Source: an optimization exercise on an open RTL-to-GDS flow (aim: a short achievable clock period and few clock cycles). Production flows keep margins and buffers that such runs may drop.
The RTL was checked by simulation tests, not by an equivalence proof against the original design.
The flow treats the clock pin as an ideal source. Dropping or thinning the clock tree relies on that and would not hold on a real chip.
Power is estimated from default activity; no workload was simulated.

## indigo
Design round_robin_task_scheduler, start of the top module:
module round_robin_task_scheduler #(
    parameter int TASKS      = rrts_pkg::D_TASKS,
    parameter int MAILBOXES  = rrts_pkg::D_MAILBOXES,
    parameter int FIFO_DEPTH = rrts_pkg::D_FIFO_DEPTH,
    parameter int MSG_WIDTH  = rrts_pkg::D_MSG_WIDTH
) (
    input  logic                        i_clk,
    input  logic                        i_rst_n,
    input  logic                        i_cfg_we,
    input  logic [rrts_pkg::CFG_W-1:0]  i_cfg_data,
    input  logic                        i_cmd_valid,
    output logic                        o_cmd_ready,
    input  logic [rrts_pkg::CMD_W-1:0]  i_cmd_cmd,
    input  logic [rrts_pkg::TASK_W-1:0] i_cmd_target_task,
    input  logic [rrts_pkg::BOX_W-1:0]  i_cmd_box,
    input  logic [rrts_pkg::MSG_W-1:0]  i_cmd_message,
    output logic                        o_res_valid,
    input  logic                        i_res_ready,
    output logic [rrts_pkg::TASK_W-1:0] o_res_next_task,
    output logic                        o_res_all_idle,
    output logic                        o_res_ret_valid,
    output logic [rrts_pkg::MSG_W-1:0]  o_res_ret_message,
    output logic                        o_res_wake_valid,
    output logic [rrts_pkg::TASK_W-1:0] o_res_wake_task,
    output logic [rrts_pkg::MSG_W-1:0]  o_res_wake_message,
    output logic                        o_res_dropped,
    output logic                        o_res_recv_refused
);
==> flow/config.mk <==
export PLATFORM = sky130hd
export DESIGN_NAME = round_robin_task_scheduler
export DESIGN_NICKNAME = round_robin_task_scheduler
export VERILOG_FILES = /design/flow/design.v
export SDC_FILE = /design/flow/constraint.sdc
export NUM_CORES = 4
export LEC_CHECK = 0
export ABC_CLOCK_PERIOD_IN_PS = 2000
export CAP_MARGIN = 20
export CORE_MARGIN = 2
export CORE_UTILIZATION = 60
export PLACE_DENSITY = 0.72
export SETUP_SLACK_MARGIN = 5
export SLEW_MARGIN = 20
==> flow/constraint.sdc <==
create_clock -name core_clock -period 8.0 [get_ports {i_clk}]
set_input_delay 1.6000 -clock core_clock [delete_from_list [all_inputs] [get_ports {i_clk}]]
set_output_delay 1.6000 -clock core_clock [all_outputs]
set_load 0.01 [all_outputs]
standard.sh (not shown) runs the stock make flow with config.mk's settings and CLKGATE_MAP_FILE= SYNTH_SCRIPT=/design/flow/synth_recipe.tcl, a recipe that flattens the netlist after the stock synthesis.
==> flow/flow/run.sh <==
#!/bin/bash
set -euo pipefail
MARGIN=6
sed -E "s/SETUP_SLACK_MARGIN=[0-9.]+/SETUP_SLACK_MARGIN=${MARGIN}/" standard.sh > standard_tight.sh
grep -q "SETUP_SLACK_MARGIN=${MARGIN}" standard_tight.sh
export PRE_CTS_TCL="$PWD/flow/cts_hook.tcl"
bash standard_tight.sh > standard_tight.log 2>&1
==> flow/flow/cts_hook.tcl <==
# PRE_CTS hook: move each output port's register next to its output buffer,
# build a two-level clock tree (root buffers fed by the clock port, leaf
# buffers at register clusters) in place of ORFS's CTS, then let cts.tcl go on
# with its placement legalization and timing repair
source [file join [file dirname [info script]] mytree.tcl]
source [file join [file dirname [info script]] moveff.tcl]
move_out_flops
set clk_bterm [[ord::get_db_block] findBTerm i_clk]
set n_sinks [llength [[$clk_bterm getNet] getITerms]]
set n_leaf [expr {max(4, int(ceil($n_sinks / 18.0)))}]
mytree_build i_clk $n_leaf 4 sky130_fd_sc_hd__buf_8 sky130_fd_sc_hd__buf_16
set_propagated_clock [all_clocks]
rename clock_tree_synthesis orfs_clock_tree_synthesis
proc clock_tree_synthesis {args} {
  puts "clock_tree_synthesis skipped: the tree was built by cts_hook.tcl"
}
==> flow/flow/moveff.tcl <==
# move the register that drives each output port's buffer next to that buffer
proc move_out_flops {} {
  set block [ord::get_db_block]
  set die [$block getDieArea]
  set cx [expr {([$die xMin] + [$die xMax]) / 2}]
  set cy [expr {([$die yMin] + [$die yMax]) / 2}]
  set moved 0
  foreach bt [$block getBTerms] {
    if {[$bt getIoType] != "OUTPUT"} continue
    set net [$bt getNet]
    set buf ""
    foreach it [$net getITerms] { if {[$it isOutputSignal]} { set buf [$it getInst] } }
    if {$buf == ""} continue
    set in [lindex [lsearch -all -inline -not [lmap it [$buf getITerms] {expr {[$it isInputSignal] ? $it : ""}}] ""] 0]
    if {$in == ""} continue
    set n2 [$in getNet]
    if {[llength [$n2 getITerms]] != 2} continue
    set ff ""
    foreach it [$n2 getITerms] { if {[$it isOutputSignal]} { set ff [$it getInst] } }
    if {$ff == "" || ![[$ff getMaster] isSequential]} continue
    set b [$buf getBBox]
    set bx [$b xMin]; set by [$b yMin]
    # one cell width towards the die centre
    set dx [expr {$cx > $bx ? 3000 : -3000}]
    set dy [expr {$cy > $by ? 2720 : -2720}]
    if {abs($cx - $bx) > abs($cy - $by)} { set dy 0 } else { set dx 0 }
    $ff setLocation [expr {$bx + $dx}] [expr {$by + $dy}]
    incr moved
  }
  puts "move_out_flops: moved $moved registers next to their output buffers"
}
Other scripts of this flow, unchanged in this note and not shown: flow/flow/mytree.tcl
Testbench counts of indigo, summed over its fixed seeds: cycles 9,707.
The inputs of fjord differ from those of indigo as listed below.
- removing PLACE_DENSITY (formerly 0.72)
- changing CORE_UTILIZATION from 60 to 40
==> flow/flow/cts_hook.tcl <==
# PRE_CTS hook: build a two-level clock tree (root buffers fed by the clock
# port, leaf buffers at register clusters) in place of ORFS's CTS, then let
# cts.tcl go on with its placement legalization and timing repair
source [file join [file dirname [info script]] mytree.tcl]
set clk_bterm [[ord::get_db_block] findBTerm i_clk]
set n_sinks [llength [[$clk_bterm getNet] getITerms]]
set n_leaf [expr {max(4, int(ceil($n_sinks / 20.0)))}]
mytree_build i_clk $n_leaf 4 sky130_fd_sc_hd__clkbuf_16 sky130_fd_sc_hd__clkbuf_16
set_propagated_clock [all_clocks]
rename clock_tree_synthesis orfs_clock_tree_synthesis
proc clock_tree_synthesis {args} {
  puts "clock_tree_synthesis skipped: the tree was built by cts_hook.tcl"
}
removed: flow/flow/moveff.tcl
### Flow results
- Starting density of the core: indigo and fjord compared, lower one is fjord
- Lower switching power goes to indigo over fjord.
- Per the comparison of fjord with indigo, maximum frequency decreased about 2.2%; portion of total power attributed to the clock network increased 3.3 points.
- Compared with indigo, in fjord clock-net power saw an increase, final critical-path share of the clock period shows an increase of 0.72 points.
> inputs changed (fjord -> ember)
- CORE_UTILIZATION now 55, was 40
- PLACE_DENSITY now 0.68, previously not set
--- outcome ---
- Delta (ember minus fjord): number of setup buffers added after CTS went down by 11, detailed-route wire length now smaller.
- Period utilization: fjord vs ember, no meaningful difference
- Of ember and fjord, ember shows the higher met2 track demand over resource, with fjord below it.
- Clock power: fjord vs ember — no meaningful difference
- Higher number of tapcells was reported by fjord, not ember.
- Highest metal layer with signal wires = met5: fjord; highest metal layer with signal wires = met4: ember
Modified inputs, lagoon compared to ember
- PLACE_DENSITY no longer set, was 0.68
- CORE_UTILIZATION now 40, was 55
==> flow/flow/cts_hook.tcl <==
# PRE_CTS hook: move each output port's register next to its output buffer,
# build a two-level clock tree (root buffers fed by the clock port, leaf
# buffers at register clusters) in place of ORFS's CTS, then let cts.tcl go on
# with its placement legalization and timing repair
source [file join [file dirname [info script]] mytree.tcl]
source [file join [file dirname [info script]] moveff.tcl]
move_out_flops
set clk_bterm [[ord::get_db_block] findBTerm i_clk]
set n_sinks [llength [[$clk_bterm getNet] getITerms]]
set n_leaf [expr {max(4, int(ceil($n_sinks / 10.35)))}]
mytree_build i_clk $n_leaf 4 sky130_fd_sc_hd__buf_4 sky130_fd_sc_hd__buf_16
set_propagated_clock [all_clocks]
rename clock_tree_synthesis orfs_clock_tree_synthesis
proc clock_tree_synthesis {args} {
  puts "clock_tree_synthesis skipped: the tree was built by cts_hook.tcl"
}
==> flow/flow/moveff.tcl (new file) <==
# move the register that drives each output port's buffer next to that buffer
proc move_out_flops {} {
  set block [ord::get_db_block]
  set die [$block getDieArea]
  set cx [expr {([$die xMin] + [$die xMax]) / 2}]
  set cy [expr {([$die yMin] + [$die yMax]) / 2}]
  set moved 0
  foreach bt [$block getBTerms] {
    if {[$bt getIoType] != "OUTPUT"} continue
    set net [$bt getNet]
    set buf ""
    foreach it [$net getITerms] { if {[$it isOutputSignal]} { set buf [$it getInst] } }
    if {$buf == ""} continue
    set in [lindex [lsearch -all -inline -not [lmap it [$buf getITerms] {expr {[$it isInputSignal] ? $it : ""}}] ""] 0]
    if {$in == ""} continue
    set n2 [$in getNet]
    if {[llength [$n2 getITerms]] != 2} continue
    set ff ""
    foreach it [$n2 getITerms] { if {[$it isOutputSignal]} { set ff [$it getInst] } }
    if {$ff == "" || ![[$ff getMaster] isSequential]} continue
    set b [$buf getBBox]
    set bx [$b xMin]; set by [$b yMin]
    # one cell width towards the die centre
    set dx [expr {$cx > $bx ? 3000 : -3000}]
    set dy [expr {$cy > $by ? 2720 : -2720}]
    if {abs($cx - $bx) > abs($cy - $by)} { set dy 0 } else { set dx 0 }
    $ff setLocation [expr {$bx + $dx}] [expr {$by + $dy}]
    incr moved
  }
  puts "move_out_flops: moved $moved registers next to their output buffers"
}
## What came out
In lagoon, design area is lower than in ember.
lagoon improves on ember in worst hold-check slack.
met1 usage in global routing down 9.1 points in lagoon wrt ember
Sequential share of layout area is lower on ember
After detailed routing, ember needs less wire than lagoon.
Compared with ember, lagoon instantiates a larger number of standard cells.
Final antenna-violating net count: lagoon vs ember identical
Input-level comparison between xenon and lagoon:
diff --git a/flow/flow/run.sh b/flow/flow/run.sh
--- a/flow/flow/run.sh
+++ b/flow/flow/run.sh
@@ -1,5 +1,5 @@
 #!/bin/bash
 set -euo pipefail
-MARGIN=6
+MARGIN=5.6
 sed -E "s/SETUP_SLACK_MARGIN=[0-9.]+/SETUP_SLACK_MARGIN=${MARGIN}/" standard.sh > standard_tight.sh
 grep -q "SETUP_SLACK_MARGIN=${MARGIN}" standard_tight.sh
diff --git a/flow/flow/cts_hook.tcl b/flow/flow/cts_hook.tcl
--- a/flow/flow/cts_hook.tcl
+++ b/flow/flow/cts_hook.tcl
@@ -8,6 +8,6 @@
 set clk_bterm [[ord::get_db_block] findBTerm i_clk]
 set n_sinks [llength [[$clk_bterm getNet] getITerms]]
-set n_leaf [expr {max(4, int(ceil($n_sinks / 10.35)))}]
-mytree_build i_clk $n_leaf 4 sky130_fd_sc_hd__buf_4 sky130_fd_sc_hd__buf_16
+set n_leaf [expr {max(4, int(ceil($n_sinks / 18.0)))}]
+mytree_build i_clk $n_leaf 4 sky130_fd_sc_hd__buf_8 sky130_fd_sc_hd__buf_16
 set_propagated_clock [all_clocks]
 rename clock_tree_synthesis orfs_clock_tree_synthesis
--- outcome ---
xenon: global-route usage is 0.90 points lower than what lagoon reported. Summary — worst slack at placement, xenon relative to lagoon: higher, by 0.084 ns. ~same stage delay of the slowest cell on the critical path in xenon and lagoon. For the post-route minimum period, xenon came in 0.022 ns lower than lagoon did. Looking at final critical-path share of the clock period, xenon sits 0.27 points below lagoon. Summary — detailed-routing iteration count for the pre-antenna-repair pass, xenon relative to lagoon: higher, by 3. Looking at wire length across xenon and lagoon, the one that comes out higher is lagoon. [xenon] share of cell area taken by multi-input logic gates fell 0.59 points relative to lagoon. xenon: fmax is about 0.9% higher than what lagoon reported.
No run of this note takes its clock network from TritonCTS; it comes from the design's own scripts or RTL.

-- re-timing with driven ports --
How much do the figures lean on ideal ports? The routed layouts below were timed once more, with nothing changed but the port constraints.
Step 1 (the two cells are an assumption about what drives the block):
set clk [get_ports {i_clk}]
set_driving_cell -lib_cell sky130_fd_sc_hd__clkbuf_16 $clk
set_driving_cell -lib_cell sky130_fd_sc_hd__buf_2 [delete_from_list [all_inputs] $clk]
Step 2 adds t to the input delays and takes it off the output delays; t is the mean of the earliest and latest rising clock arrival at the registers after step 1. Input paths then give back, and output paths get back, about the clock's delay inside the block.
a / b / c = ideal / step 1 / step 2; a / b = the first two.
run | t, ns | slack for setup (ns) | worst slew at a driven data input, ns
indigo | 0.566 | 5.486 / 5.334 / 5.029 | 0.14
fjord | 0.611 | 5.428 / 5.282 / 5.097 | 0.18
ember | 0.598 | 5.419 / 5.279 / 5.035 | 0.14
lagoon | 0.571 | 5.505 / 5.348 / 5.082 | 0.18
xenon | 0.578 | 5.527 / 5.368 / 5.150 | 0.13
After both steps setup and hold are still met in every run listed. The setup slack of indigo, which loses most, moves by -0.152 ns with the drivers and by -0.457 ns with both steps.
